What follows belongs to an exercise in optimizing a design on an open flow for small area; a production flow would make more cautious choices. RTL that was checked went through simulation tests only; none was proved equivalent to the original. No functional check of the RTL was part of runs 4 to 6. Power is estimated from default activity; no workload was simulated.

==> flow/design.v <==
package register_file_pkg;
  localparam int REG_COUNT = 32;
  localparam int ADDR_W = 5;
  typedef enum logic {S_IDLE, S_CLEARING} clr_state_t;
endpackage
module decoder_5_to_32
(
  input  logic [register_file_pkg::ADDR_W-1:0]    addr,
  input  logic                 en,
  output logic [register_file_pkg::REG_COUNT-1:0] sel
);
  always_comb sel = en ? register_file_pkg::REG_COUNT'(1) << addr : '0;
endmodule
module register_file
#(
  parameter int N = 32
) (
  input  logic              clk,
  input  logic              rst,
  input  logic              wr_ena,
  input  logic [register_file_pkg::ADDR_W-1:0] wr_addr,
  input  logic [N-1:0]      wr_data,
  input  logic [register_file_pkg::ADDR_W-1:0] rd_addr0,
  output logic [N-1:0]      rd_data0,
  input  logic [register_file_pkg::ADDR_W-1:0] rd_addr1,
  output logic [N-1:0]      rd_data1,
  input  logic              clear,
  output logic              busy
);
  logic [N-1:0] regs [1:register_file_pkg::REG_COUNT-1];
  register_file_pkg::clr_state_t state;
  logic [register_file_pkg::ADDR_W-1:0] clr_idx;
  logic [register_file_pkg::REG_COUNT-1:0] wr_sel;
  logic unused_sel0;
  decoder_5_to_32 u_dec (
    .addr(wr_addr),
    .en  (wr_ena && state == register_file_pkg::S_IDLE),
    .sel (wr_sel)
  );
  assign unused_sel0 = wr_sel[0];
  assign busy = state == register_file_pkg::S_CLEARING;
  always_ff @(posedge clk)
    if (rst) begin
      state <= register_file_pkg::S_IDLE;
      clr_idx <= '0;
    end else if (state == register_file_pkg::S_CLEARING) begin
      clr_idx <= clr_idx + 5'd1;
      if (clr_idx == register_file_pkg::ADDR_W'(register_file_pkg::REG_COUNT - 1)) state <= register_file_pkg::S_IDLE;
    end else if (clear) begin
      state <= register_file_pkg::S_CLEARING;
      clr_idx <= 5'd1;
    end
  always_ff @(posedge clk)
    for (int i = 1; i < register_file_pkg::REG_COUNT; i++)
      if (rst || (busy && clr_idx == register_file_pkg::ADDR_W'(i))) regs[i] <= '0;
      else if (wr_sel[i]) regs[i] <= wr_data;
  always_comb begin
    rd_data0 = rd_addr0 == '0 ? '0 : regs[rd_addr0];
    rd_data1 = rd_addr1 == '0 ? '0 : regs[rd_addr1];
  end
endmodule
==> flow/run.sh <==
#!/bin/bash
# synth_recipe.tcl (not shown) runs the flow's synth.tcl, then flattens the netlist and writes it again
# the make line also repeats each setting of config.mk as NAME=value (left out here)
make -C /OpenROAD-flow-scripts/flow DESIGN_CONFIG=/design/flow/config.mk WORK_HOME=/design/flow/orfs CLKGATE_MAP_FILE= SYNTH_SCRIPT=/design/flow/synth_recipe.tcl finish
==> flow/config.mk <==
export PLATFORM = sky130hd
export DESIGN_NAME = register_file
export DESIGN_NICKNAME = register_file
export VERILOG_FILES = /design/flow/design.v
export SDC_FILE = /design/flow/constraint.sdc
export NUM_CORES = 8
export LEC_CHECK = 0
export CAP_MARGIN = 20
export CORE_MARGIN = 2
export CORE_UTILIZATION = 40
export SLEW_MARGIN = 20
==> flow/constraint.sdc <==
create_clock -name core_clock -period 8.0 [get_ports {clk}]
set_input_delay 1.6000 -clock core_clock [delete_from_list [all_inputs] [get_ports {clk}]]
set_output_delay 1.6000 -clock core_clock [all_outputs]
set_load 0.01 [all_outputs]
==> impl_results.md, run 1 <==
* DRT iter0 DRCs at 15800
* Core ar. at 0.117 sq mm
* Largest net degree at the start of global routing at 37
* Layout Utilization at 0.472
* Top Family by Delay on Critical Path: buffers and inverters
* Hold-critical path depth at 2
* Initial antenna violation count at 36
* Drt first pass iters at 17
* Row count at approximately 130
* WP depth at 12
* Crit path cell chain: clkdlybuf4s50_1, buf_4, or3b_1, nor2_4, buf_4, buf_4, a22oi_1, nand3_1, nor2_1, a31oi_1, buf_4, clkdlybuf4s50_1
* Post-synthesis compound-gate area fraction at 0.282
* Status: complete, no violations
* Tightest Hold Check Type: reg -> reg
* Max Fclk at 127 MHz
* Max Slew Vio Count at 0
* Post-Synthesis Cells at between 6000 and 7000
* Post-route DRC at 0
* Required time worst endpoint at approximately 6.4 ns
* Final setup violating endpoints at 0
* Synth top cells by count: nand2_1, a21oi_1, dfxtp_1
* Ratio of cells with drive above 1 in the final layout at 0.102
* Post-synth EDFFs at 0
* CTS sink count at 998
* Placer Congestion at between 1 and 1.5
* Leak at 17.6 nW
* Endpoint type of the worst setup path: output port
* CP arrival at approximately 6.3 ns
* Antenna-violating nets left at 0
* Worst Skew at between 0.04 and 0.05 ns
* Netlist Area Pre-Place at 0.0472 sq mm
* Htree depth at 3
* Register area share after synthesis at 0.424
* CTS Buf Count at approximately 110
* DR vias/cell at roughly 7.6
* Starting density of the core at 0.405
* Die area at between 0.1 and 0.15 sq mm
* Mux contribution to synthesized area at 0.00371
* FFs w/ async S/R, synth at 0
* Critical path class: in -> out
* Hold Fails Final Rpt at 0
* Vias in the first global route at approximately 53000
* Post-Synth XOR/XNOR Area at 0.000186
* CTS root buf: clkbuf_16
* # Post-CTS Setup Buffers at 0
* Crit-path max cell delay at 0.77 ns
* Simple-gate portion of the synthesized area at 0.233
* Max-cap viol count at 0
* R2R depth at 6
* Synth area leader: dfxtp_1
* Clk buf depth at 3
* Post-synth cell types at 62
* Ys flop type: dfxtp_1
* Flops & latches, synth at 998
* CTS resizes at 0
* Critical-path top delay cell: clkdlybuf4s50_1
* DR vias at 61300
* Chip Height at ~350 microns
* Slew Limit Headroom at 0.154
* I/O Pins at ~120
* Dpl hpwl at about 200000 microns
* RSZ-0062 raised after global routing: no
* Final Worst Setup Slack at approximately 0.14 ns
* CP Max Fanout at 13
* # nets final at 6421
* Hold_ws at about 0.47 ns
* Port Buf Inserts at around 120
* Avg Inst Size Synth at around 7.3 sq um
* Adder-cell share of the synthesized area at 0.00159
* Setup_tns at 0 ns
* Clock Pin Slew Worst Setup and Hold Paths at 0.06 ns
* Yosys Warn Count at 35
* Total Routing Usage GR at 0.557
* Worst path buffer plus inverter count at 6
* Share of the synthesized area in the top cell type at 0.424
* Pre-CTS WS at 0.602 ns
* Area contributors post-synth: dfxtp_1, nand2_1, a22oi_1, a21oi_1, clkbuf_1
* VDD IR max at between 150 and 200 uV
* Layout area overhead at 16.7%
* Startpoint Class: primary input
* Global-route wire length before repair at between 400000 and 500000 microns
* Worst skew pair latency at approximately 0.8 ns
* Overflow after GRT at 0
* Min Tclk post-route at 7.86 ns
* Total Wirelength at approximately 350000 microns
* Hold Buf Count CTS at 0
* CTS tree: built
* Slew of the pin with the lowest slew margin at approximately 1.3 ns
* Top-count cell post-synth: nand2_1
* Most numerous cell on the critical path: buf_4
* Fin crit share at 0.982
* Die Width at around 350 microns
* WL/cell at approximately 44 microns
* Largest family of logic cells by synthesized area: compound AO/OA/AOI/OAI gates
* PwrDens at 210 mW/mm^2
-- area by class of cell --
type	instances	area [sq um]
fill	11600	61500
timing repair buffer	406	3560
clock inverter	44	558
antenna	46	115
multi-input combinational	4839	25600
inverter	6	22.5
tap	1524	1910
sequential	998	20000
clock buffer	164	3270
-- placed cells by master (no fill, tap or decap), types with 33 or more instances in the layout --
master,count
a21oi_1,1138
nand4_1,108
nand3_1,57
nor3_1,56
clkdlybuf4s50_1,97
dfxtp_1,998
a222oi_1,38
buf_4,268
nand2_1,2133
nor2_4,81
a22oi_1,770
a221oi_1,33
nor2_1,75
clkbuf_16,115
diode_2,46
a31oi_1,39
-- sequential cells by signal, indices dropped and copies added (netlist names) --
| name | cells |
|---|---|
| state | 1 |
| regs | 992 |
| clr_idx | 5 |
-- worst paths after layout --
check / startpoint / to / slack [ns]
hold reg to reg: regs[27][20] / regs[27][20] / 0.47
hold / removal: regs[27][20] / regs[27][20] / 0.47
setup reg to reg: state / regs[1][12] / 4.52
setup / recovery: rd_addr0[2] / rd_data0[19] / 0.14
-- kinds of logic (layout without fill, tap and decap cells) --
family | Yosys count | count (layout)
AND/OR/NAND/NOR | 2682 | 2682
flip-flops | 998 | 998
AO/OA/AOI/OAI | 2133 | 2133
buffers and inverters | 634 | 620
multiplexers | 17 | 17
XOR/XNOR | 1 | 1
other | 0 | 46
adder cells (fa/ha/maj) | 6 | 6
-- through the flow --
step | area, sq um | instances | total power [mW]
after floorplan | 47200 | 6471 | 5.45
after global placement | 51100 | 7769 | 5.97
after detailed placement | 51100 | 7771 | 5.97
after CTS | 54900 | 7979 | 11.3
after global routing | 55000 | 7989 | 11.6
final | 55100 | 8027 | 11.5
-- per-layer routing --
metal | global-route usage | routed length, microns | up-vias | share of wire
met1 | 0.665 | 121000 | 28600 | 0.34
li1 | - | - | 22600 | -
met5 | 0.0124 | 202 | - | 0.00057
met4 | 0.433 | 36800 | 22 | 0.10
met3 | 0.329 | 66900 | 2586 | 0.19
met2 | 0.710 | 127000 | 7537 | 0.36
-- where the power goes --
part / total (mW) / switching [mW] / leakage [nW] / internal [mW]
logic: 0.939 / 0.772 / 7.64 / 0.167
clock network: 5.57 / 2.41 / 1.87 / 3.16
registers: 5.03 / 0.0359 / 8.04 / 5.00
-- tightest hold or removal path, delay by kind of cell, from the launching register on --
kind | cells | cell delay, ns
flops | 1 | 0.32
compound gates | 1 | 0.05
simple gates | 1 | 0.06
==> run 2, diff against run 1 <==
==> flow/design.v (replaced) <==
package register_file_pkg;
  localparam int REG_COUNT = 32;
  localparam int ADDR_W = 5;
  typedef enum logic {S_IDLE, S_CLEARING} clr_state_t;
endpackage
module decoder_5_to_32
(
  input  logic [register_file_pkg::ADDR_W-1:0]    addr,
  input  logic                 en,
  output logic [register_file_pkg::REG_COUNT-1:0] sel
);
  always_comb sel = en ? register_file_pkg::REG_COUNT'(1) << addr : '0;
endmodule
module rf_aoi222
(
  input  logic [2:0] sel,
  input  logic [2:0] d,
  output logic       y_n
);
  assign y_n = ~|(sel & d);
endmodule
module register_file
#(
  parameter int N = 32
) (
  input  logic              clk,
  input  logic              rst,
  input  logic              wr_ena,
  input  logic [register_file_pkg::ADDR_W-1:0] wr_addr,
  input  logic [N-1:0]      wr_data,
  input  logic [register_file_pkg::ADDR_W-1:0] rd_addr0,
  output logic [N-1:0]      rd_data0,
  input  logic [register_file_pkg::ADDR_W-1:0] rd_addr1,
  output logic [N-1:0]      rd_data1,
  input  logic              clear,
  output logic              busy
);
  localparam int RC = register_file_pkg::REG_COUNT;
  logic [N-1:0] regs [1:RC-1];
  logic [register_file_pkg::ADDR_W-1:0] clr_idx;
  logic [RC-1:0] row_sel, rd_sel0, rd_sel1;
  logic [register_file_pkg::ADDR_W-1:0] row_addr;
  logic [N-1:0] row_data;
  assign busy = |clr_idx;
  always_ff @(posedge clk)
    if (rst) clr_idx <= '0;
    else if (busy || clear) clr_idx <= clr_idx + 5'd1;
  assign row_addr = busy ? clr_idx : wr_addr;
  assign row_data = (rst || busy) ? '0 : wr_data;
  decoder_5_to_32 u_dec (.addr(row_addr), .en(busy || wr_ena), .sel(row_sel));
  always_ff @(posedge clk)
    for (int i = 1; i < RC; i++)
      if (rst || row_sel[i]) regs[i] <= row_data;
  decoder_5_to_32 u_rd0 (.addr(rd_addr0), .en(1'b1), .sel(rd_sel0));
  decoder_5_to_32 u_rd1 (.addr(rd_addr1), .en(1'b1), .sel(rd_sel1));
  for (genvar b = 0; b < N; b++) begin : g_bit
    logic [10:0] l0_n, l1_n;
    for (genvar g = 0; g < 10; g++) begin : g_leaf
      rf_aoi222 u_l0 (.sel(rd_sel0[3*g+3:3*g+1]),
                      .d({regs[3*g+3][b], regs[3*g+2][b], regs[3*g+1][b]}), .y_n(l0_n[g]));
      rf_aoi222 u_l1 (.sel(rd_sel1[3*g+3:3*g+1]),
                      .d({regs[3*g+3][b], regs[3*g+2][b], regs[3*g+1][b]}), .y_n(l1_n[g]));
    end
    assign l0_n[10] = ~(rd_sel0[31] & regs[31][b]);
    assign l1_n[10] = ~(rd_sel1[31] & regs[31][b]);
    assign rd_data0[b] = ~&l0_n;
    assign rd_data1[b] = ~&l1_n;
  end
endmodule
--- a/flow/config.mk
+++ b/flow/config.mk
@@ -10,2 +10,4 @@
 export CORE_UTILIZATION = 40
 export SLEW_MARGIN = 20
+export SYNTH_HIERARCHICAL = 1
+export SYNTH_MINIMUM_KEEP_SIZE = 0
==> impl_results.md, run 2 <==
* Fin crit share at 0.865 (-0.117)
* Post-route DRC at 0 (unchanged)
* Largest net degree at the start of global routing at 38 (+2.7%)
* Initial antenna violation count at 7 (-81%)
* # Post-CTS Setup Buffers at 0 (unchanged)
* CTS root buf: clkbuf_16
* CP arrival at 5.32 ns (-0.94 ns)
* Dpl hpwl at 93300 microns (-53%)
* Fillcell total at 8170 (-29%)
* Starting density of the core at 0.402 (-0.00254)
* Reg2reg end: regs[25][23]
* Max reg flops at 992 (unchanged)
* Reg2reg setup slack at 4.60 ns (+0.08 ns)
* CTS sink count at 997 (-0.10%)
* Core ar. at 0.0980 sq mm (-16%)
* Status: complete, no violations
* Required time worst endpoint at 6.40 ns (about the same)
* Critical path class: in -> out
* Hold Startpoint: clr_idx[1]
* RSZ-0062 raised after global routing: no
* Die area at 0.101 sq mm (-16%)
* Slew of the pin with the lowest slew margin at 1.16 ns (-0.111 ns)
* Netlist Area Pre-Place at 0.0394 sq mm (-16%)
* CTS resizes at 0 (unchanged)
* Global-route wire length before repair at 214000 microns (-54%)
* Hold-critical path depth at 3 (+1)
* # nets final at 2512 (-61%)
* Yosys Warn Count at 9 (-74%)
* Reg2Reg Launch Point: clr_idx[0]
* Leak at 15.9 nW (-9.1%)
* Avg Inst Size Synth at 18.4 sq um (+150%)
* Ratio of cells with drive above 1 in the final layout at 0.148 (+0.0461)
* DR vias at 29200 (-52%)
* DR vias/cell at 7.64 (about the same)
* Hold Buf Count CTS at 0 (unchanged)
* CP startpoint: rd_addr1[4]
* VDD IR max at 171 uV (-0.72%)
* Startpoint Class: primary input
* Clk buf depth at 3 (unchanged)
* CP Max Fanout at 18 (+5)
* Endpoint type of the worst setup path: output port
* Port Buf Inserts at 115 (unchanged)
* Regs by FF count: regs: 992 flops, clr_idx: 5 flops
* Htree depth at 3 (unchanged)
* Tightest Hold Check Type: reg -> reg
* Slew Limit Headroom at 0.228 (+0.0737)
* Hold Fails Final Rpt at 0 (unchanged)
* Most frequent cells in the layout: edfxtp_1, a222oi_1, nand4_1, clkdlybuf4s50_1, clkbuf_16
* CTS Buf Count at 103 (-8.8%)
* Drt first pass iters at 14 (-3)
* Worst Skew at 0.0235 ns (-0.0193 ns)
* WL/cell at 40.2 microns (-8.4%)
* Clock Pin Slew Worst Setup and Hold Paths at 0.06 ns (about the same)
* Max Slew Vio Count at 0 (unchanged)
* R2R depth at 8 (+2)
* Total Routing Usage GR at 0.295 (-0.261)
* Min Tclk post-route at 6.92 ns (-0.937 ns)
* Total power at 12.6 mW (+9.1%)
* Most common library cell in the layout ignoring fill and taps: edfxtp_1
* Max-cap viol count at 0 (unchanged)
* Die Width at 318 microns (-8.5%)
* Chip Height at 318 microns (-8.5%)
* PwrDens at 267 mW/mm^2 (+27%)
* Antenna-violating nets left at 0 (unchanged)
* Max Fclk at 145 MHz (+14%)
* Top reg by flops: regs
* Post-Synthesis Cells at 2138 (-67%)
* Vias in the first global route at 28600 (-46%)
* Setup_tns at 0 ns (unchanged)
* Hold Crit Endpoint: clr_idx[1]
* Layout area overhead at 19.7%
* Final setup violating endpoints at 0 (unchanged)
* Row count at 115 (-8.0%)
* Overflow after GRT at 0 (unchanged)
* I/O Pins at 116 (unchanged)
* Total Wirelength at 154000 microns (-56%)
* Worst skew pair latency at 0.67 ns (-0.14 ns)
* CTS tree: built
* Placer Congestion at 0.903 (-15%)
* DRT iter0 DRCs at 10200 (-36%)
[run 2: through the flow]
stage / worst slack, ns / utilization / std cells / instance area, sq um / hold slack (ns)
after floorplan: 2.72 / - / 2153 / 39500 / 0.565
after global placement: 1.16 / 0.447 / 3639 / 43800 / 0.601
after detailed placement: 1.16 / 0.447 / 3639 / 43800 / 0.617
after CTS: 1.15 / 0.481 / 3824 / 47100 / 0.625
after global routing: 0.972 / 0.481 / 3826 / 47200 / 0.685
final: 1.08 / 0.482 / 3828 / 47200 / 0.628
[run 2: critical path, cell delays in order]
cell             delay (ns)
clkdlybuf4s50_1        0.57
nand2b_1               0.72
nor2_4                 0.33
buf_12                 0.28
a222oi_1               0.49
nand4_1                0.35
a2111o_1               0.41
clkdlybuf4s50_1        0.49
[run 2: routing by layer]
| layer | track usage | vias up | part of all wire |
|---|---|---|---|
| met3 | 0.0925 | 454 | 0.17 |
| met5 | 0 | - | 0.00051 |
| li1 | - | 11200 | - |
| met4 | 0.130 | 10 | 0.048 |
| met1 | 0.405 | 14600 | 0.35 |
| met2 | 0.431 | 2964 | 0.43 |
[run 2: worst max path at each step]
stage	end	slack [ns]	cells after the start
after CTS	rd_data0[5]	1.15	8
after floorplan	rd_data0[0]	2.72	5
final	rd_data1[27]	1.08	8
after global routing	rd_data0[5]	0.97	8
after detailed placement	rd_data0[5]	1.16	8
after global placement	rd_data0[5]	1.16	8
[run 2: power breakdown]
part / internal (mW) / leakage [nW] / switching (mW)
sequential: 6.51 / 10.2 / 0.297
combinational: 0.265 / 4.08 / 0.742
clock: 2.77 / 1.62 / 2.01
[run 2: cell type report]
| cell class | count | area (sq um) | share of cell area |
|---|---|---|---|
| clock buffers | 124 | 2700 | 0.0572 |
| well taps | 1287 | 1610 | 0.0341 |
| multi-input cells | 1131 | 9970 | 0.211 |
| repair buffers | 223 | 2390 | 0.0507 |
| inverters | 3 | 13.8 | 0.000292 |
| diodes | 2 | 5.00 | 0.000106 |
| flip-flops and latches | 997 | 29900 | 0.633 |
| clock inverters | 61 | 604 | 0.0128 |
==> run 3, diff against run 2 <==
--- a/flow/design.v
+++ b/flow/design.v
@@ -20,4 +20,14 @@
   assign y_n = ~|(sel & d);
 endmodule
+module rf_cell_next
+(
+  input  logic q,
+  input  logic wr,
+  input  logic keep,
+  input  logic d,
+  output logic q_next
+);
+  assign q_next = ~((q | wr) & (keep | d));
+endmodule
 module register_file
 #(
@@ -38,6 +48,8 @@
   localparam int RC = register_file_pkg::REG_COUNT;
   logic [N-1:0] regs [1:RC-1];
+  logic phase;
   logic [register_file_pkg::ADDR_W-1:0] clr_idx;
   logic [RC-1:0] row_sel, rd_sel0, rd_sel1;
+  logic [RC-1:1] row_wr, row_keep;
   logic [register_file_pkg::ADDR_W-1:0] row_addr;
   logic [N-1:0] row_data;
@@ -46,12 +58,23 @@
     if (rst) clr_idx <= '0;
     else if (busy || clear) clr_idx <= clr_idx + 5'd1;
+  always_ff @(posedge clk) phase <= ~phase;
   assign row_addr = busy ? clr_idx : wr_addr;
-  assign row_data = (rst || busy) ? '0 : wr_data;
+  assign row_data = ((rst || busy) ? '0 : wr_data) ^ {N{phase}};
   decoder_5_to_32 u_dec (.addr(row_addr), .en(busy || wr_ena), .sel(row_sel));
-  always_ff @(posedge clk)
-    for (int i = 1; i < RC; i++)
-      if (rst || row_sel[i]) regs[i] <= row_data;
+  for (genvar i = 1; i < RC; i++) begin : g_row
+    assign row_wr[i] = rst || row_sel[i];
+    assign row_keep[i] = ~row_wr[i];
+    for (genvar b = 0; b < N; b++) begin : g_bit
+      logic q_next;
+      rf_cell_next u_next (.q(regs[i][b]), .wr(row_wr[i]), .keep(row_keep[i]),
+                           .d(row_data[b]), .q_next(q_next));
+      always_ff @(posedge clk) regs[i][b] <= q_next;
+    end
+  end
   decoder_5_to_32 u_rd0 (.addr(rd_addr0), .en(1'b1), .sel(rd_sel0));
   decoder_5_to_32 u_rd1 (.addr(rd_addr1), .en(1'b1), .sel(rd_sel1));
+  logic ph0, ph1;
+  assign ph0 = phase && rd_addr0 != '0;
+  assign ph1 = phase && rd_addr1 != '0;
   for (genvar b = 0; b < N; b++) begin : g_bit
     logic [10:0] l0_n, l1_n;
@@ -64,6 +87,6 @@
     assign l0_n[10] = ~(rd_sel0[31] & regs[31][b]);
     assign l1_n[10] = ~(rd_sel1[31] & regs[31][b]);
-    assign rd_data0[b] = ~&l0_n;
-    assign rd_data1[b] = ~&l1_n;
+    assign rd_data0[b] = ~&l0_n ^ ph0;
+    assign rd_data1[b] = ~&l1_n ^ ph1;
   end
 endmodule
==> impl_results.md, run 3 <==
* Status: complete, no violations
* Row count at 111 (-3.5%)
* Fin crit share at 0.954 (+0.0890)
* Area of the multi-input gates at 0.0172 sq mm (+72%)
* Top Family by Delay on Critical Path: buffers and inverters
* Placer Congestion at 1.03 (+14%)
* RSZ-0062 raised after global routing: no
* CTS tree: built
* Hold Crit Endpoint: regs[31][6]
* Netlist Area Pre-Place at 0.0367 sq mm (-6.9%)
* Critical-path top delay cell: a2111oi_0
* CTS root buf: clkbuf_16
* Largest net degree at the start of global routing at 69 (+82%)
* Setup_tns at 0 ns (unchanged)
* Reg2reg end: regs[21][15]
* Startpoint Class: primary input
* Layout Utilization at 0.490 (+0.00862)
* Worst path buffer plus inverter count at 3 (unchanged)
* Top reg by flops: regs
* Initial antenna violation count at 17 (+10)
* Regs by FF count: regs: 992 flops, clr_idx: 5 flops, phase: 1 flops
* CTS sink count at 998 (+0.10%)
* VDD IR max at 200 uV (+17%)
* DR vias at 38700 (+32%)
* Dpl hpwl at 105000 microns (+12%)
* Hold_ws at 0.464 ns (-0.165 ns)
* Placed Cells at 4704 (+29%)
* Reg2reg setup slack at 3.45 ns (-1.15 ns)
* Slew of the pin with the lowest slew margin at 1.32 ns (+0.163 ns)
* Overflow after GRT at 0 (unchanged)
* Clock Pin Slew Worst Setup and Hold Paths at 0.06 ns (about the same)
* Hold Fails Final Rpt at 0 (unchanged)
* Die area at 0.0942 sq mm (-6.8%)
* # Post-CTS Setup Buffers at 0 (unchanged)
* Max Fclk at 131 MHz (-9.3%)
* Final setup violating endpoints at 0 (unchanged)
* Max-cap viol count at 0 (unchanged)
* Hold Buf Count CTS at 0 (unchanged)
* Required time worst endpoint at 6.40 ns (about the same)
* Fillcell total at 8379 (+2.6%)
* CTS Buf Count at 103 (unchanged)
* Crit-path max cell delay at 0.81 ns (+0.09 ns)
* Max reg flops at 992 (unchanged)
* Most numerous cell on the critical path: clkdlybuf4s50_1
* Final instance area at 0.0447 sq mm (-5.2%)
* Antenna-violating nets left at 0 (unchanged)
* Critical path class: in -> out
* Ratio of cells with drive above 1 in the final layout at 0.124 (-0.0249)
* DR vias/cell at 7.88 (+3.2%)
* Post-route DRC at 0 (unchanged)
* Hold Startpoint: regs[31][6]
* Chip Height at 307 microns (-3.5%)
* I/O Pins at 116 (unchanged)
* Die Width at 307 microns (-3.5%)
* Post-Synthesis Cells at 3277 (+53%)
* Yosys Warn Count at 10 (+1)
* Tightest Hold Check Type: reg -> reg
* Reg2Reg Launch Point: clr_idx[0]
* Layout area overhead at 21.9%
* Core ar. at 0.0912 sq mm (-6.9%)
* Hold-critical path depth at 1 (-2)
* Starting density of the core at 0.402 (about the same)
* # nets final at 3683 (+47%)
* WL/cell at 36.5 microns (-9.2%)
* Drt first pass iters at 12 (-2)
* Total Wirelength at 179000 microns (+16%)
* Clk buf depth at 3 (unchanged)
* Storage element area at 0.0200 sq mm (-33%)
* Min Tclk post-route at 7.63 ns (+0.712 ns)
* Max Slew Vio Count at 0 (unchanged)
* Pre-CTS WS at 0.765 ns (-0.399 ns)
* Layout Cells excl Fill at 4905 (+28%)
* CTS resizes at 0 (unchanged)
* Leak at 15.8 nW (-0.68%)
* Post-DP Area at 0.0410 sq mm (-6.4%)
* Global-route wire length before repair at 252000 microns (+18%)
* Endpoint type of the worst setup path: output port
* Total power at 13.5 mW (+6.8%)
* Worst skew pair latency at 0.72 ns (+0.05 ns)
* CP arrival at 6.03 ns (+0.71 ns)
* Most common library cell in the layout ignoring fill and taps: dfxtp_1
* PwrDens at 301 mW/mm^2 (+13%)
* Htree depth at 3 (unchanged)
* Port Buf Inserts at 115 (unchanged)
* Crit path cell chain: clkdlybuf4s50_1, nand4bb_1, nor2_4, a222oi_1, nand4_1, a2111oi_0, buf_4, xor2_1, clkdlybuf4s50_1
* Total Routing Usage GR at 0.362 (+0.0671)
* R2R depth at 11 (+3)
* Avg Inst Size Synth at 11.2 sq um (-39%)
* Most frequent cells in the layout: dfxtp_1, o22ai_1, a222oi_1, buf_4, nand4_1
* DRT iter0 DRCs at 9498 (-6.5%)
* Slew Limit Headroom at 0.117 (-0.111)
* Vias in the first global route at 35800 (+25%)
* Worst Skew at 0.0325 ns (+0.00902 ns)
* Final Worst Setup Slack at 0.369 ns (-0.712 ns)
* CP Max Fanout at 32 (+14)
run 3: changes by cell type in the layout (fill, tap and decap cells not counted), moves of 23 or more:
cell | previous run | this run
edfxtp_1 | 992 | 0
nand3b_1 | 0 | 32
buf_4 | 73 | 147
xor2_1 | 2 | 66
xnor2_2 | 0 | 32
o22ai_1 | 0 | 992
inv_1 | 2 | 36
a2111o_1 | 64 | 0
clkbuf_8 | 0 | 32
dfxtp_1 | 5 | 997
buf_12 | 33 | 4
clkinv_1 | 23 | 0
a2111oi_0 | 0 | 61
run 3: how the worst max path moves through the flow:
stage                      from      endpoint  cells past startpoint
floorplan           rd_addr0[0]  rd_data0[10]                      6
global placement    rd_addr1[4]  rd_data1[18]                     10
detailed placement  rd_addr1[3]   rd_data1[6]                      9
CTS                 rd_addr1[3]   rd_data1[6]                      9
global route        rd_addr1[3]  rd_data1[22]                      9
finish              rd_addr1[0]  rd_data1[18]                      9
run 3: area by class of cell:
cell class                      count  share of cell area
Antenna cell                        4            0.000224
Clock buffer                      161              0.0711
Clock inverter                     29             0.00823
Inverter                           36             0.00302
Multi-Input combinational cell   2222               0.383
Sequential cell                   998               0.447
Tap cell                         1186              0.0332
Timing Repair Buffer              269              0.0539
run 3: power breakdown:
group | switching, mW | leakage, nW | total, mW | internal [mW]
clock network | 2.11 | 1.74 | 5.03 | 2.92
logic | 1.28 | 5.68 | 2.00 | 0.721
registers | 0.642 | 8.42 | 6.43 | 5.79
total | 4.02 | 15.8 | 13.5 | 9.43
run 3: metal layers:
metal	track usage	wire length [microns]	vias up
met3	0.132	27700	717
met5	0	173	-
met4	0.244	14100	16
li1	-	-	15800
met2	0.511	71900	3341
met1	0.461	65300	18700
==> run 4, diff against run 3 <==
--- a/flow/design.v
+++ b/flow/design.v
@@ -61,5 +61,5 @@
   assign row_addr = busy ? clr_idx : wr_addr;
   assign row_data = ((rst || busy) ? '0 : wr_data) ^ {N{phase}};
-  decoder_5_to_32 u_dec (.addr(row_addr), .en(busy || wr_ena), .sel(row_sel));
+  always_comb row_sel = (busy || wr_ena) ? RC'(1) << row_addr : '0;
   for (genvar i = 1; i < RC; i++) begin : g_row
     assign row_wr[i] = rst || row_sel[i];
@@ -72,6 +72,8 @@
     end
   end
-  decoder_5_to_32 u_rd0 (.addr(rd_addr0), .en(1'b1), .sel(rd_sel0));
-  decoder_5_to_32 u_rd1 (.addr(rd_addr1), .en(1'b1), .sel(rd_sel1));
+  always_comb begin
+    rd_sel0 = RC'(1) << rd_addr0;
+    rd_sel1 = RC'(1) << rd_addr1;
+  end
   logic ph0, ph1;
   assign ph0 = phase && rd_addr0 != '0;
==> flow/flow/run.sh (new file) <==
#!/bin/bash
# Standard layout, with the port buffers made as the smallest buffer cell.
set -euo pipefail
bash standard.sh "BUFFER_PORTS_ARGS=-buffer_cell sky130_fd_sc_hd__buf_1" finish > standard.log 2>&1
==> flow/standard.sh (new file) <==
#!/bin/bash
# synth_recipe.tcl (not shown) runs the flow's synth.tcl, then flattens the netlist and writes it again
# the make line also repeats each setting of config.mk as NAME=value (left out here)
make -C /OpenROAD-flow-scripts/flow DESIGN_CONFIG=/design/flow/config.mk WORK_HOME=/design/flow/orfs CLKGATE_MAP_FILE= SYNTH_SCRIPT=/design/flow/synth_recipe.tcl "${@:-finish}"
--- a/flow/config.mk
+++ b/flow/config.mk
@@ -9,4 +9,7 @@
 export CORE_MARGIN = 2
 export CORE_UTILIZATION = 40
+export CTS_BUF_LIST = sky130_fd_sc_hd__clkbuf_16
+export CTS_CLUSTER_DIAMETER = 150
+export CTS_CLUSTER_SIZE = 30
 export SLEW_MARGIN = 20
 export SYNTH_HIERARCHICAL = 1
removed: flow/run.sh
==> impl_results.md, run 4 <==
* Max reg flops at 992 (unchanged)
* Pre-CTS WS at 1.35 ns (+0.587 ns)
* FFs w/ async S/R, synth at 0
* Initial antenna violation count at 6 (-11)
* Die Width at 306 microns (-0.25%)
* Largest net degree at the start of global routing at 41 (-41%)
* Slew Limit Headroom at 0.140 (+0.0234)
* CTS root buf: clkbuf_16
* Critical path class: in -> out
* Slew of the pin with the lowest slew margin at 1.26 ns (-0.0645 ns)
* Final Worst Setup Slack at 1.08 ns (+0.709 ns)
* Dpl hpwl at 108000 microns (+3.2%)
* Crit-path max cell delay at 1.06 ns (+0.25 ns)
* Leak at 14.4 nW (-8.9%)
* Storage element area at 0.0200 sq mm (unchanged)
* CTS Buf Count at 39 (-62%)
* CTS tree: built
* Total Wirelength at 176000 microns (-1.8%)
* Area of the multi-input gates at 0.0174 sq mm (+1.5%)
* Fin crit share at 0.865 (-0.0886)
* Max Slew Vio Count at 0 (unchanged)
* Clk buf depth at 3 (unchanged)
* Regs by FF count: regs: 992 flops, clr_idx: 5 flops, phase: 1 flops
* CTS sink count at 998 (unchanged)
* Layout area overhead at 14.7%
* Die area at 0.0937 sq mm (-0.50%)
* Post-route DRC at 0 (unchanged)
* RSZ-0062 raised after global routing: no
* Ys flop type: dfxtp_1
* Post-Synthesis Cells at 3261 (-0.49%)
* Total Routing Usage GR at 0.358 (-0.00402)
* CP Max Fanout at 25 (-22%)
* Htree depth at 2 (-1)
* Required time worst endpoint at 6.40 ns (about the same)
* Hold_ws at 0.473 ns (+0.00976 ns)
* Most frequent cells in the layout: dfxtp_1, o22ai_1, a222oi_1, buf_4, nand4_1
* I/O Pins at 116 (unchanged)
* Vias in the first global route at 35900 (+0.23%)
* Clock Pin Slew Worst Setup and Hold Paths at 0.11 ns (+0.05 ns)
* Core ar. at 0.0903 sq mm (-1.1%)
* # Post-CTS Setup Buffers at 0 (unchanged)
* DR vias/cell at 8.13 (+3.1%)
* PwrDens at 311 mW/mm^2 (+3.5%)
* Max-cap viol count at 0 (unchanged)
* Placer Congestion at 0.939 (-9.0%)
* Global-route wire length before repair at 251000 microns (-0.12%)
* Antenna-violating nets left at 0 (unchanged)
* Fillcell total at 8531 (+1.8%)
* Post-synth cell types at 40
* Worst skew pair latency at 0.65 ns (-0.07 ns)
* DR vias at 38600 (-0.11%)
* Worst Skew at 0.0198 ns (-0.0127 ns)
* Avg Inst Size Synth at 11.2 sq um (about the same)
* Netlist Area Pre-Place at 0.0365 sq mm (-0.51%)
* CTS resizes at 0 (unchanged)
* Port Buf Inserts at 115 (unchanged)
* Row count at 110 (-0.90%)
* Share of the synthesized area in the top cell type at 0.547
* Final setup violating endpoints at 0 (unchanged)
* Max Fclk at 144 MHz (+10%)
* Register area share after synthesis at 0.547
* Drt first pass iters at 17 (+5)
* WL/cell at 37.0 microns (+1.4%)
* Crit path cell chain: buf_1, nand2b_1, nor2_4, buf_4, a222oi_1, nand4_1, a2111oi_0, xor2_1, buf_1
* Setup_tns at 0 ns (unchanged)
* Endpoint type of the worst setup path: output port
* Critical-path top delay cell: a2111oi_0
* DRT iter0 DRCs at 9094 (-4.3%)
* Most numerous cell on the critical path: buf_1
* Overflow after GRT at 0 (unchanged)
* Hold Buf Count CTS at 0 (unchanged)
* Chip Height at 306 microns (-0.25%)
* VDD IR max at 196 uV (-1.9%)
* Top-count cell post-synth: dfxtp_1
* Top reg by flops: regs
* Yosys Warn Count at 9 (-1)
* Most common library cell in the layout ignoring fill and taps: dfxtp_1
* Tightest Hold Check Type: reg -> reg
* Hold Fails Final Rpt at 0 (unchanged)
* Synth area leader: dfxtp_1
* Synth top cells by count: dfxtp_1, o22ai_1, a222oi_1
* Min Tclk post-route at 6.92 ns (-0.709 ns)
* Startpoint Class: primary input
* Ratio of cells with drive above 1 in the final layout at 0.106 (-0.0174)
* Flops & latches, synth at 998
* Status: complete, no violations
* # nets final at 3620 (-1.7%)
* Starting density of the core at 0.404 (+0.00219)
* Area contributors post-synth: dfxtp_1, a222oi_1, o22ai_1, nand4_1, xor2_1
* CP arrival at 5.32 ns (-0.71 ns)
* Post-synth EDFFs at 0
-- run 4: area by class of cell --
type                            instances  area share
Sequential cell                       998       0.477
Multi-Input combinational cell       2221       0.416
Timing Repair Buffer                  303      0.0457
Tap cell                             1176      0.0351
Clock buffer                           40      0.0239
Clock inverter                          4     0.00140
Inverter                                4    0.000359
Antenna cell                            4    0.000239
-- run 4: per-stage QoR --
step,area (sq um),util,cells,power (mW)
after floorplan,36500,-,3261,8.89
after global placement,40700,0.451,4699,10.4
after detailed placement,40700,0.451,4699,10.4
after CTS,41800,0.463,4743,12.9
after global routing,41900,0.464,4747,13.5
final,41900,0.464,4750,13.0
-- run 4: worst max-delay path, delay by kind of cell --
| family | cells | cell delay [ns] |
|---|---|---|
| AOI/OAI and AO/OA | 2 | 1.36 |
| buffers and inverters | 3 | 0.68 |
| xor gates and xnor gates | 1 | 0.19 |
| and+or+nand+nor | 3 | 1.47 |
-- run 4: Yosys stat by module (local to each module, per instance) --
module         cells  flip-flops and latches  times used
rf_aoi222          1                       0         640
rf_cell_next       1                       0         992
register_file   1629                     998           1
-- run 4: cells by family (layout without fill, tap and decap cells) --
group                    Yosys count  after routing  share of synthesized area
AO/OA/AOI/OAI                   1770           1770                      0.374
flip-flops                       998            998                      0.547
other                              0              4                          0
multiplexers                       5              5                    0.00158
XOR/XNOR                          99             99                     0.0238
AND/OR/NAND/NOR                  345            345                     0.0475
adder cells (fa/ha/maj)            2              2                   0.000685
buffers and inverters             42            351                    0.00521
-- run 4: final timing paths --
path | cells past startpoint | slack (ns) | start | end
hold / removal | 1 | 0.47 | regs[31][14] | regs[31][14]
hold reg to reg | 1 | 0.47 | regs[31][14] | regs[31][14]
setup reg to reg | 8 | 4.09 | clr_idx[0] | regs[5][28]
setup / recovery | 9 | 1.08 | rd_addr1[2] | rd_data1[3]
-- run 4: metal layers --
metal | vias to the layer above | global-route usage | wire length, microns
li1 | 15700 | - | -
met4 | 6 | 0.237 | 13600
met5 | - | 0.00620 | 92
met2 | 3575 | 0.507 | 70900
met1 | 18600 | 0.463 | 62900
met3 | 796 | 0.119 | 28400
-- run 4: report_power, final --
group | total, mW | leakage [nW] | internal, mW | switching (mW)
sequential | 7.29 | 8.42 | 6.27 | 1.02
combinational | 3.23 | 5.48 | 1.08 | 2.15
clock | 2.52 | 0.521 | 0.923 | 1.59
total | 13.0 | 14.4 | 8.28 | 4.76
==> run 5, diff against run 4 <==
--- a/flow/config.mk
+++ b/flow/config.mk
@@ -6,11 +6,11 @@
 export NUM_CORES = 8
 export LEC_CHECK = 0
-export CAP_MARGIN = 20
+export CAP_MARGIN = 0
 export CORE_MARGIN = 2
-export CORE_UTILIZATION = 40
+export CORE_UTILIZATION = 55
 export CTS_BUF_LIST = sky130_fd_sc_hd__clkbuf_16
 export CTS_CLUSTER_DIAMETER = 150
 export CTS_CLUSTER_SIZE = 30
-export SLEW_MARGIN = 20
+export SLEW_MARGIN = 0
 export SYNTH_HIERARCHICAL = 1
 export SYNTH_MINIMUM_KEEP_SIZE = 0
==> impl_results.md, run 5 <==
* Status: complete, no violations
* Max reg flops at 992 (unchanged)
* Hold Fails Final Rpt at 0 (unchanged)
* Largest net degree at the start of global routing at 68 (+66%)
* Slew Limit Headroom at 0.0934 (-0.0467)
* Initial antenna violation count at 13 (+7)
* Critical path class: in -> out
* Required time worst endpoint at 6.40 ns (about the same)
* Drt first pass iters at 16 (-1)
* Placer Congestion at 1.02 (+8.1%)
* Clk buf depth at 3 (unchanged)
* Overflow after GRT at 0 (unchanged)
* I/O Pins at 116 (unchanged)
* Top reg by flops: regs
* Worst skew pair latency at 0.65 ns (about the same)
* CTS sink count at 998 (unchanged)
* Register area share after synthesis at 0.547 (unchanged)
* Most common library cell in the layout ignoring fill and taps: dfxtp_1
* Tightest Hold Check Type: reg -> reg
* Startpoint Class: primary input
* Switching power total at 4.94 mW (+3.8%)
* Die area at 0.0684 sq mm (-27%)
* Ratio of cells with drive above 1 in the final layout at 0.105 (-0.00159)
* Antenna-violating nets left at 0 (unchanged)
* FFs w/ async S/R, synth at 0 (unchanged)
* Int Power at 8.26 mW (-0.19%)
* Dpl hpwl at 113000 microns (+4.6%)
* Top Family by Delay on Critical Path: compound AO/OA/AOI/OAI gates
* # nets final at 3617 (-0.083%)
* CP Max Fanout at 19 (-24%)
* Flops & latches, synth at 998 (unchanged)
* PwrDens at 320 mW/mm^2 (+2.6%)
* WL/cell at 43.6 microns (+18%)
* Top-count cell post-synth: dfxtp_1
* Leak at 14.4 nW (-0.26%)
* Final setup violating endpoints at 0 (unchanged)
* CTS tree: built
* CTS Buf Count at 39 (unchanged)
* # Post-CTS Setup Buffers at 0 (unchanged)
* DRT iter0 DRCs at 11000 (+21%)
* Max Slew Vio Count at 0 (unchanged)
* Regs by FF count: regs: 992 flops, clr_idx: 5 flops, phase: 1 flops
* Netlist Area Pre-Place at 0.0365 sq mm (unchanged)
* Layout area overhead at 13.1%
* Synth top cells by count: dfxtp_1, o22ai_1, a222oi_1
* Avg Inst Size Synth at 11.2 sq um (unchanged)
* Starting density of the core at 0.555 (+0.151)
* CTS resizes at 0 (unchanged)
* Reg2reg setup slack at 3.66 ns (-0.43 ns)
* Fin crit share at 0.900 (+0.0351)
* Critical-path top delay cell: a2111oi_0
* Htree depth at 2 (unchanged)
* Hold_ws at 0.475 ns (+0.00134 ns)
* Hold Buf Count CTS at 0 (unchanged)
* Slew of the pin with the lowest slew margin at 1.33 ns (+0.0683 ns)
* Clock Power Share at 0.190 (-0.003)
* Post-route DRC at 0 (unchanged)
* Core ar. at 0.0657 sq mm (-27%)
* Combinational share of power at 0.255 (+0.007)
* Die Width at 262 microns (-15%)
* Synth area leader: dfxtp_1
* Worst path buffer plus inverter count at 3 (unchanged)
* Post-synth EDFFs at 0 (unchanged)
* Max Fclk at 139 MHz (-3.9%)
* Total Wirelength at 194000 microns (+10%)
* Port Buf Inserts at 115 (unchanged)
* Max-cap viol count at 0 (unchanged)
* Most frequent cells in the layout: dfxtp_1, o22ai_1, a222oi_1, buf_4, nand4_1
* Most numerous cell on the critical path: buf_1
* Share of the synthesized area in the top cell type at 0.547 (unchanged)
* Post-Synthesis Cells at 3261 (unchanged)
* Area contributors post-synth: dfxtp_1, a222oi_1, o22ai_1, nand4_1, xor2_1
* Clock Pin Slew Worst Setup and Hold Paths at 0.12 ns (about the same)
* RSZ-0062 raised after global routing: no
* VDD IR max at 255 uV (+30%)
* Min Tclk post-route at 7.20 ns (+0.281 ns)
* DR vias at 41200 (+6.7%)
* Worst Skew at 0.0367 ns (+0.0169 ns)
* Global-route wire length before repair at 269000 microns (+6.9%)
* Yosys Warn Count at 9 (unchanged)
* DR vias/cell at 9.27 (+14%)
* Ys flop type: dfxtp_1
* Post-synth cell types at 40 (unchanged)
* Crit path cell chain: buf_1, nand2b_1, nor2_2, buf_4, a222oi_1, nand4_1, a2111oi_0, xor2_1, buf_1
* Endpoint type of the worst setup path: output port
* Vias in the first global route at 38500 (+7.2%)
* Total Routing Usage GR at 0.543 (+0.185)
* CP arrival at 5.60 ns (+0.28 ns)
* Crit-path max cell delay at 1.18 ns (+0.12 ns)
* Row count at 94 (-15%)
* Sequential power share at 0.554 (-0.005)
* CTS root buf: clkbuf_16
* Setup_tns at 0 ns (unchanged)
* Chip Height at 262 microns (-15%)
* Sw Share at 0.374 (+0.00906)
run 5: changes by cell type in the layout (fill, tap and decap cells not counted):
cell,change
nor2_2,+18
a2111oi_0,+6
dlymetal6s2s_1,+1
a21o_2,+1
a21o_1,-1
diode_2,+6
buf_12,-2
nor2_4,-18
a2111oi_2,-3
buf_16,-2
a2111oi_1,-3
run 5: power groups by stage:
stage                     clock network [mW]  logic [mW]  registers [mW]
final                                   2.51        3.37            7.31
after global routing                    2.64        3.43            7.43
after CTS                               2.48        3.14            7.24
after detailed placement                   0        3.14            7.35
after global placement                     0        3.04            7.26
after floorplan                            0        1.82            7.08
run 5: cell type report:
cell class / count / area [sq um]
antenna: 10 / 25.0
clock buffer: 40 / 1000
clock inverter: 4 / 58.8
fill: 5334 / 24500
inverter: 4 / 15.0
multi-input combinational: 2221 / 17300
sequential: 998 / 20000
tap: 864 / 1080
timing repair buffer: 300 / 1830
run 5: cell families after synthesis:
family                   synth area share
flip-flops                          0.547
AND/OR/NAND/NOR                    0.0475
buffers and inverters             0.00521
XOR/XNOR                           0.0238
AO/OA/AOI/OAI                       0.374
adder cells (fa/ha/maj)          0.000685
multiplexers                      0.00158
run 5: per-module statistics from Yosys, one instance, submodules excluded:
module | cells | copies in the design | area (sq um) | flip-flops and latches
rf_aoi222 | 1 | 640 | 10.0 | 0
register_file | 1629 | 1 | 23900 | 998
rf_cell_next | 1 | 992 | 6.26 | 0
run 5: path summary, 6_finish.rpt:
path	startpoint	endpoint	cells past startpoint
hold reg to reg	regs[31][20]	regs[31][20]	1
setup reg to reg	clr_idx[0]	regs[5][0]	8
hold / removal	regs[31][20]	regs[31][20]	1
setup / recovery	rd_addr0[1]	rd_data0[14]	9
run 5: stage by stage:
stage	total power, mW	instances	cell area [sq um]	util	setup WS [ns]
3_3_place_gp	10.3	4386	40200	0.611	1.17
2_1_floorplan	8.89	3261	36500	-	2.57
6_report	13.2	4441	41300	0.628	0.797
3_5_place_dp	10.5	4386	40200	0.611	1.09
4_1_cts	12.9	4430	41300	0.627	1.07
5_1_grt	13.5	4432	41300	0.628	0.792
run 5: routing by layer:
| layer | part of all wire | up-vias | GRT usage |
|---|---|---|---|
| met5 | 0.00042 | - | 0.00347 |
| met4 | 0.10 | 10 | 0.421 |
| met3 | 0.19 | 1504 | 0.296 |
| met2 | 0.38 | 4500 | 0.724 |
| met1 | 0.32 | 19500 | 0.644 |
| li1 | - | 15600 | - |
==> run 6, diff against run 5 <==
==> flow/config.mk (replaced) <==
export PLATFORM = sky130hd
export DESIGN_NAME = register_file
export DESIGN_NICKNAME = register_file
export VERILOG_FILES = /design/flow/design.v
export SDC_FILE = /design/flow/constraint.sdc
export NUM_CORES = 8
export LEC_CHECK = 0
export CAP_MARGIN = 20
export CORE_MARGIN = 2
export CORE_UTILIZATION = 40
export CTS_BUF_LIST = sky130_fd_sc_hd__clkbuf_8
export CTS_CLUSTER_DIAMETER = 100
export CTS_CLUSTER_SIZE = 16
export SLEW_MARGIN = 20
export SYNTH_HIERARCHICAL = 1
export SYNTH_MINIMUM_KEEP_SIZE = 0
==> impl_results.md, run 6 <==
* Synth top cells by count: dfxtp_1, o22ai_1, a222oi_1
* Layout Utilization at 0.465 (-0.163)
* Endpoint type of the worst setup path: output port
* Die Width at 306 microns (+17%)
* CP Max Fanout at 25 (+6)
* Regs by FF count: regs: 992 flops, clr_idx: 5 flops, phase: 1 flops
* Switching power total at 4.86 mW (-1.7%)
* Tightest Hold Check Type: reg -> reg
* I/O Pins at 116 (unchanged)
* Placer Congestion at 0.939 (-7.5%)
* Total Wirelength at 178000 microns (-8.3%)
* Int Power at 8.22 mW (-0.48%)
* Avg Inst Size Synth at 11.2 sq um (unchanged)
* Max-cap viol count at 0 (unchanged)
* Top-count cell post-synth: dfxtp_1
* Overflow after GRT at 0 (unchanged)
* Ratio of cells with drive above 1 in the final layout at 0.117 (+0.0120)
* CTS tree: built
* Most frequent cells in the layout: dfxtp_1, o22ai_1, a222oi_1, buf_4, nand4_1
* Combinational share of power at 0.248 (-0.007)
* Post-synth cell types at 40 (unchanged)
* Worst skew pair latency at 0.75 ns (+0.10 ns)
* Leak at 14.5 nW (+0.75%)
* Ys flop type: dfxtp_1
* Clk buf depth at 3 (unchanged)
* WL/cell at 37.1 microns (-15%)
* CTS sink count at 998 (unchanged)
* Min Tclk post-route at 6.82 ns (-0.382 ns)
* CP arrival at 5.22 ns (-0.38 ns)
* DRT iter0 DRCs at 9456 (-14%)
* CTS Buf Count at 73 (+87%)
* Antenna-violating nets left at 0 (unchanged)
* DR vias at 38900 (-5.5%)
* Yosys Warn Count at 9 (unchanged)
* Post-Synthesis Cells at 3261 (unchanged)
* Max Slew Vio Count at 0 (unchanged)
* Clock Power Share at 0.194 (+0.004)
* RSZ-0062 raised after global routing: no
* Initial antenna violation count at 7 (-6)
* # Post-CTS Setup Buffers at 0 (unchanged)
* Area contributors post-synth: dfxtp_1, a222oi_1, o22ai_1, nand4_1, xor2_1
* PwrDens at 312 mW/mm^2 (-2.5%)
* FFs w/ async S/R, synth at 0 (unchanged)
* CTS root buf: clkbuf_8
* Clock Pin Slew Worst Setup and Hold Paths at 0.11 ns (about the same)
* Post-route DRC at 0 (unchanged)
* Htree depth at 3 (+1)
* Slew Limit Headroom at 0.194 (+0.100)
* CTS resizes at 0 (unchanged)
* Critical path class: in -> out
* Port Buf Inserts at 115 (unchanged)
* Max reg flops at 992 (unchanged)
* Worst Skew at 0.0303 ns (-0.00647 ns)
* Final setup violating endpoints at 0 (unchanged)
* Row count at 110 (+17%)
* Share of the synthesized area in the top cell type at 0.547 (unchanged)
* Largest net degree at the start of global routing at 41 (-40%)
* Most common library cell in the layout ignoring fill and taps: dfxtp_1
* Chip Height at 306 microns (+17%)
* Total Routing Usage GR at 0.361 (-0.182)
* Slew of the pin with the lowest slew margin at 1.18 ns (-0.146 ns)
* Status: complete, no violations
* # nets final at 3655 (+1.1%)
* Netlist Area Pre-Place at 0.0365 sq mm (unchanged)
* Sw Share at 0.371 (-0.00298)
* Synth area leader: dfxtp_1
* Die area at 0.0937 sq mm (+37%)
* Fin crit share at 0.853 (-0.0477)
* Layout area overhead at 14.9%
* Sequential power share at 0.558 (+0.004)
* Post-synth EDFFs at 0 (unchanged)
* Hold Buf Count CTS at 0 (unchanged)
* Setup_tns at 0 ns (unchanged)
* Drt first pass iters at 14 (-2)
* Max Fclk at 147 MHz (+5.6%)
* Starting density of the core at 0.404 (-0.151)
* Global-route wire length before repair at 253000 microns (-5.9%)
* Vias in the first global route at 36300 (-5.6%)
* Register area share after synthesis at 0.547 (unchanged)
* Flops & latches, synth at 998 (unchanged)
* Startpoint Class: primary input
* Top reg by flops: regs
* VDD IR max at 190 uV (-26%)
* DR vias/cell at 8.12 (-12%)
* Required time worst endpoint at 6.40 ns (about the same)
* Hold Fails Final Rpt at 0 (unchanged)
* Dpl hpwl at 108000 microns (-4.4%)
* Core ar. at 0.0903 sq mm (+37%)
[run 6: cell counts after synthesis]
No cell type changed its count.
[run 6: through the flow]
stage / hold WS, ns / power (mW) / instances / area, sq um / setup WS (ns)
floorplan: 0.435 / 8.89 / 3261 / 36500 / 2.57
global placement: 0.443 / 10.4 / 4699 / 40700 / 1.36
detailed placement: 0.453 / 10.4 / 4699 / 40700 / 1.35
CTS: 0.469 / 12.9 / 4785 / 41800 / 1.34
global route: 0.482 / 13.5 / 4792 / 41900 / 1.03
finish: 0.471 / 13.1 / 4794 / 42000 / 1.18
[run 6: logic make-up after synthesis]
logic type	Yosys count	synth area share
fa+ha+maj	2	0.000685
flops	998	0.547
compound gates	1770	0.374
buf+inv	42	0.00521
mux	5	0.00158
xor+xnor	99	0.0238
simple gates	345	0.0475
[run 6: final timing paths]
| path | startpoint | end | slack (ns) | cells after the start |
|---|---|---|---|---|
| worst max-delay path | rd_addr1[2] | rd_data1[3] | 1.18 | 9 |
| worst max register to register | clr_idx[0] | regs[5][17] | 4.10 | 8 |
| worst min-delay path | regs[31][0] | regs[31][0] | 0.47 | 1 |
| worst min register to register | regs[31][0] | regs[31][0] | 0.47 | 1 |
[run 6: power groups by stage]
stage                     clock network, mW  logic, mW  registers [mW]
after global placement                    0       3.04            7.31
after detailed placement                  0       3.11            7.33
after floorplan                           0       1.82            7.08
after CTS                              2.55       3.10            7.23
final                                  2.54       3.24            7.29
after global routing                   2.72       3.37            7.43
[run 6: Yosys stat by module, one instance, submodules excluded]
module | area (sq um) | cells | times used | flip-flops and latches
register_file | 23900 | 1629 | 1 | 998
rf_aoi222 | 10.0 | 1 | 640 | 0
rf_cell_next | 6.26 | 1 | 992 | 0
[run 6: critical path, stage by stage]
cell	delay [ns]
buf_1	0.22
nand2b_1	0.71
nor2_4	0.37
buf_4	0.29
a222oi_1	0.30
nand4_1	0.39
a2111oi_0	0.95
xor2_1	0.19
buf_1	0.17
[run 6: layer usage]
layer	part of all wire	track usage
met1	0.36	0.465
met2	0.40	0.510
met3	0.16	0.127
met4	0.078	0.238
met5	0.00072	0.00620
[run 6: final cells by class]
class	count	area [sq um]
fillers	8578	48300
flip-flops and latches	998	20000
multi-input cells	2221	17400
repair buffers	304	1940
well taps	1176	1470
clock buffers	75	1030
clock inverters	11	86.3
inverters	4	15.0
diodes	5	12.5
==> run 7, diff against run 6 <==
--- a/flow/design.v
+++ b/flow/design.v
@@ -11,4 +11,32 @@
 );
   always_comb sel = en ? register_file_pkg::REG_COUNT'(1) << addr : '0;
+endmodule
+module rf_rd_dec
+(
+  input  logic [register_file_pkg::ADDR_W-1:0]    addr,
+  output logic [register_file_pkg::REG_COUNT-1:1] sel
+);
+  always_comb
+    for (int i = 1; i < register_file_pkg::REG_COUNT; i++)
+      sel[i] = addr == register_file_pkg::ADDR_W'(i);
+endmodule
+module rf_row_drv
+(
+  input  logic sel,
+  input  logic rst,
+  output logic wr,
+  output logic keep
+);
+  assign wr = sel | rst;
+  assign keep = ~(sel | rst);
+endmodule
+module rf_col_drv
+(
+  input  logic data,
+  input  logic d1,
+  input  logic d0,
+  output logic d
+);
+  assign d = data ? d1 : d0;
 endmodule
 module rf_aoi222
@@ -50,8 +78,9 @@
   logic phase;
   logic [register_file_pkg::ADDR_W-1:0] clr_idx;
-  logic [RC-1:0] row_sel, rd_sel0, rd_sel1;
-  logic [RC-1:1] row_wr, row_keep;
+  logic [RC-1:0] row_sel;
+  logic [RC-1:1] rd_sel0, rd_sel1;
   logic [register_file_pkg::ADDR_W-1:0] row_addr;
   logic [N-1:0] row_data;
+  logic zero;
   assign busy = |clr_idx;
   always_ff @(posedge clk)
@@ -60,20 +89,22 @@
   always_ff @(posedge clk) phase <= ~phase;
   assign row_addr = busy ? clr_idx : wr_addr;
-  assign row_data = ((rst || busy) ? '0 : wr_data) ^ {N{phase}};
-  always_comb row_sel = (busy || wr_ena) ? RC'(1) << row_addr : '0;
+  assign zero = rst || busy;
+  decoder_5_to_32 u_dec (.addr(row_addr), .en(busy || wr_ena), .sel(row_sel));
+  logic col_d1;
+  assign col_d1 = ~(phase ^ zero);
+  for (genvar b = 0; b < N; b++) begin : g_col
+    rf_col_drv u_col (.data(wr_data[b]), .d1(col_d1), .d0(phase), .d(row_data[b]));
+  end
   for (genvar i = 1; i < RC; i++) begin : g_row
-    assign row_wr[i] = rst || row_sel[i];
-    assign row_keep[i] = ~row_wr[i];
+    logic wr, keep;
+    rf_row_drv u_drv (.sel(row_sel[i]), .rst(rst), .wr(wr), .keep(keep));
     for (genvar b = 0; b < N; b++) begin : g_bit
       logic q_next;
-      rf_cell_next u_next (.q(regs[i][b]), .wr(row_wr[i]), .keep(row_keep[i]),
-                           .d(row_data[b]), .q_next(q_next));
+      rf_cell_next u_next (.q(regs[i][b]), .wr(wr), .keep(keep), .d(row_data[b]), .q_next(q_next));
       always_ff @(posedge clk) regs[i][b] <= q_next;
     end
   end
-  always_comb begin
-    rd_sel0 = RC'(1) << rd_addr0;
-    rd_sel1 = RC'(1) << rd_addr1;
-  end
+  rf_rd_dec u_rd0 (.addr(rd_addr0), .sel(rd_sel0));
+  rf_rd_dec u_rd1 (.addr(rd_addr1), .sel(rd_sel1));
   logic ph0, ph1;
   assign ph0 = phase && rd_addr0 != '0;
==> flow/config.mk (replaced) <==
export PLATFORM = sky130hd
export DESIGN_NAME = register_file
export DESIGN_NICKNAME = register_file
export VERILOG_FILES = /design/flow/design.v
export SDC_FILE = /design/flow/constraint.sdc
export NUM_CORES = 8
export LEC_CHECK = 0
export CAP_MARGIN = 0
export CORE_MARGIN = 2
export CORE_UTILIZATION = 45
export CTS_BUF_LIST = sky130_fd_sc_hd__clkbuf_16
export CTS_CLUSTER_DIAMETER = 120
export CTS_CLUSTER_SIZE = 25
export SLEW_MARGIN = 0
export SYNTH_HIERARCHICAL = 1
export SYNTH_MINIMUM_KEEP_SIZE = 0
==> impl_results.md, run 7 <==
* Reg2reg end: regs[12][24]
* Row count at 104 (-5.5%)
* Storage element area at 0.0200 sq mm (about the same)
* DR vias at 39900 (+2.4%)
* Clk buf depth at 3 (unchanged)
* Chip Height at 289 microns (-5.5%)
* Endpoint type of the worst setup path: output port
* Ratio of cells with drive above 1 in the final layout at 0.0848 (-0.0317)
* SO Faults: max-capacitance violations, max-slew violations
* DR vias/cell at 8.79 (+8.2%)
* Final setup violating endpoints at 0 (unchanged)
* Most frequent cells in the layout: dfxtp_1, o22ai_1, a222oi_1, nand4_1, buf_1
* Initial antenna violation count at 13 (+6)
* Post-Synthesis Cells at 3232 (-0.89%)
* Critical path class: in -> out
* CP Max Fanout at 24 (-4.0%)
* Post-route DRC at 0 (unchanged)
* Final Worst Setup Slack at 0.684 ns (-0.495 ns)
* Reg2Reg Launch Point: clr_idx[0]
* Max Fclk at 137 MHz (-6.8%)
* # Post-CTS Setup Buffers at 0 (unchanged)
* CTS sink count at 998 (unchanged)
* Dpl hpwl at 109000 microns (+1.3%)
* Fin crit share at 0.915 (+0.0619)
* Max-cap viol count at 3 (+3)
* Pre-CTS WS at 0.992 ns (-0.359 ns)
* Setup_tns at 0 ns (unchanged)
* VDD IR max at 174 uV (-8.5%)
* Total Routing Usage GR at 0.437 (+0.0756)
* Sw Share at 0.337 (-0.0347)
* Avg Inst Size Synth at 11.3 sq um (+1.1%)
* # nets final at 3530 (-3.4%)
* Clock Pin Slew Worst Setup and Hold Paths at 0.10 ns (about the same)
* Htree depth at 2 (-1)
* CTS tree: built
* Port Buf Inserts at 115 (unchanged)
* Switching power total at 3.86 mW (-20%)
* Top reg by flops: regs
* Placer Congestion at 0.954 (+1.5%)
* CTS root buf: clkbuf_16
* Min Tclk post-route at 7.32 ns (+0.495 ns)
* Worst Skew at 0.0288 ns (-0.00151 ns)
* Die Width at 289 microns (-5.5%)
* Largest net degree at the start of global routing at 69 (+68%)
* Vias in the first global route at 38400 (+5.7%)
* Area of the multi-input gates at 0.0170 sq mm (-2.2%)
* Total Wirelength at 191000 microns (+7.7%)
* R2R depth at 9 (+1)
* CTS Buf Count at 45 (-38%)
* Antenna-violating nets left at 0 (unchanged)
* Fillcell total at 7205 (-16%)
* CTS resizes at 0 (unchanged)
* Most common library cell in the layout ignoring fill and taps: dfxtp_1
* Hold_ws at 0.472 ns (+0.000606 ns)
* Hold Buf Count CTS at 0 (unchanged)
* Yosys Warn Count at 11 (+2)
* Max Slew Vio Count at 66 (+66)
* Combinational share of power at 0.195 (-0.053)
* Worst skew pair latency at 0.66 ns (-0.09 ns)
* Reg2reg setup slack at 4.19 ns (+0.09 ns)
* Global-route wire length before repair at 267000 microns (+5.4%)
* CP startpoint: rd_addr0[3]
* RSZ-0062 raised after global routing: no
* Drt first pass iters at 19 (+5)
* I/O Pins at 116 (unchanged)
* Required time worst endpoint at 6.40 ns (about the same)
* Clock Power Share at 0.235 (+0.041)
* CP arrival at 5.72 ns (+0.50 ns)
* Starting density of the core at 0.454 (+0.0498)
* Startpoint Class: primary input
* Int Power at 7.61 mW (-7.4%)
* Die area at 0.0836 sq mm (-11%)
* Leak at 13.8 nW (-4.6%)
* Diode count at 0 (-5)
* Slew of the pin with the lowest slew margin at 1.55 ns (+0.368 ns)
* Slew Limit Headroom at -0.0341 (-0.228)
* Netlist Area Pre-Place at 0.0366 sq mm (+0.21%)
* Hold Startpoint: regs[31][20]
* PwrDens at 281 mW/mm^2 (-9.7%)
* Regs by FF count: regs: 992 flops, clr_idx: 5 flops, phase: 1 flops
* Status: finished with violations
* Hold Crit Endpoint: regs[31][20]
* Layout area overhead at 11.4%
* Sequential power share at 0.570 (+0.012)
* WL/cell at 42.2 microns (+14%)
* Max reg flops at 992 (unchanged)
* Overflow after GRT at 0 (unchanged)
* Hold-critical path depth at 1 (unchanged)
* Tightest Hold Check Type: reg -> reg
* Core ar. at 0.0805 sq mm (-11%)
* Hold Fails Final Rpt at 0 (unchanged)
* DRT iter0 DRCs at 10000 (+6.0%)
-- run 7: routing by layer --
metal / GRT usage / vias up / wire, microns
met5: 0.00114 / - / 147
met4: 0.302 / 18 / 16200
met3: 0.187 / 1181 / 33600
met2: 0.630 / 4122 / 77900
met1: 0.526 / 19100 / 63500
li1: - / 15400 / -
-- run 7: worst max path at each step --
| stage | endpoint | slack (ns) |
|---|---|---|
| 4_1_cts | rd_data0[28] | 0.99 |
| 3_3_place_gp | rd_data1[18] | 0.89 |
| 5_1_grt | rd_data0[26] | 0.77 |
| 2_1_floorplan | rd_data0[0] | 2.63 |
| 3_5_place_dp | rd_data0[28] | 0.99 |
| 6_report | rd_data0[26] | 0.68 |
-- run 7: worst max-delay path, cell delays in order --
cell and delay (ns):
buf_1 0.17, nand2b_1 0.76, nor2_2 0.31, buf_4 0.36
a222oi_1 0.37, nand4_1 0.41, a2111oi_0 1.29, xor2_1 0.23
buf_1 0.17
-- run 7: power by group through the flow --
stage | logic [mW] | registers, mW | clock network (mW)
after floorplan | 1.22 | 6.42 | 0
after global placement | 2.04 | 6.55 | 0
after detailed placement | 2.11 | 6.61 | 0
after CTS | 2.10 | 6.50 | 2.66
after global routing | 2.28 | 6.63 | 2.83
final | 2.24 | 6.54 | 2.69
-- run 7: area by class of cell --
| class | count | area share |
|---|---|---|
| Tap cell | 1060 | 0.0325 |
| Multi-Input combinational cell | 2207 | 0.418 |
| Inverter | 5 | 0.000460 |
| Clock buffer | 47 | 0.0289 |
| Timing Repair Buffer | 220 | 0.0300 |
| Sequential cell | 998 | 0.490 |
| Clock inverter | 2 | 0.000307 |
-- run 7: through the flow --
stage                     area, sq um  power [mW]  utilization  std cells
after floorplan                 36600        7.64            -       3232
after global placement          39600        8.59        0.491       4489
after detailed placement        39600        8.71        0.491       4490
after CTS                       40700        11.3        0.506       4539
after global routing            40800        11.7        0.506       4539
final                           40800        11.5        0.506       4539

## port drivers added, routing unchanged
The flow's constraints put no driver on any port. The routed layouts listed below were extracted and timed again, unchanged, in two steps. Step 1 assumes that a clkbuf_16 drives the clock port and a buf_2 every other input. Step 2, shift: input delay + t, output delay - t, t = (earliest + latest rising clock arrival at the registers) / 2. This alone moves slack from input paths to output paths. a / b / c = ideal / step 1 / step 2; a / b = the first two.
run	shift t [ns]	setup WS [ns]	hold slack, ns	worst data-port slew with drivers (ns)	cell pins on the clock port's net
run 1	0.868	0.144 / 0.121 / 0.121	0.472 / 0.472 / 0.472	0.16	1
run 2	0.732	1.081 / 1.050 / 1.050	0.628 / 0.628 / 0.628	0.07	1
run 3	0.766	0.369 / 0.344 / 0.344	0.464 / 0.464 / 0.464	0.14	1
run 4	0.708	1.077 / 1.048 / 1.048	0.473 / 0.473 / 0.473	0.10	1
run 5	0.707	0.797 / 0.748 / 0.748	0.475 / 0.475 / 0.475	0.21	1
run 6	0.799	1.179 / 1.149 / 1.149	0.471 / 0.471 / 0.471	0.10	1
run 7	0.718	0.684 / 0.661 / 0.661	0.472 / 0.472 / 0.472	0.05	1
For run 5, which loses most, drivers alone change the setup slack by -0.049 ns; drivers and shift together by -0.049 ns.
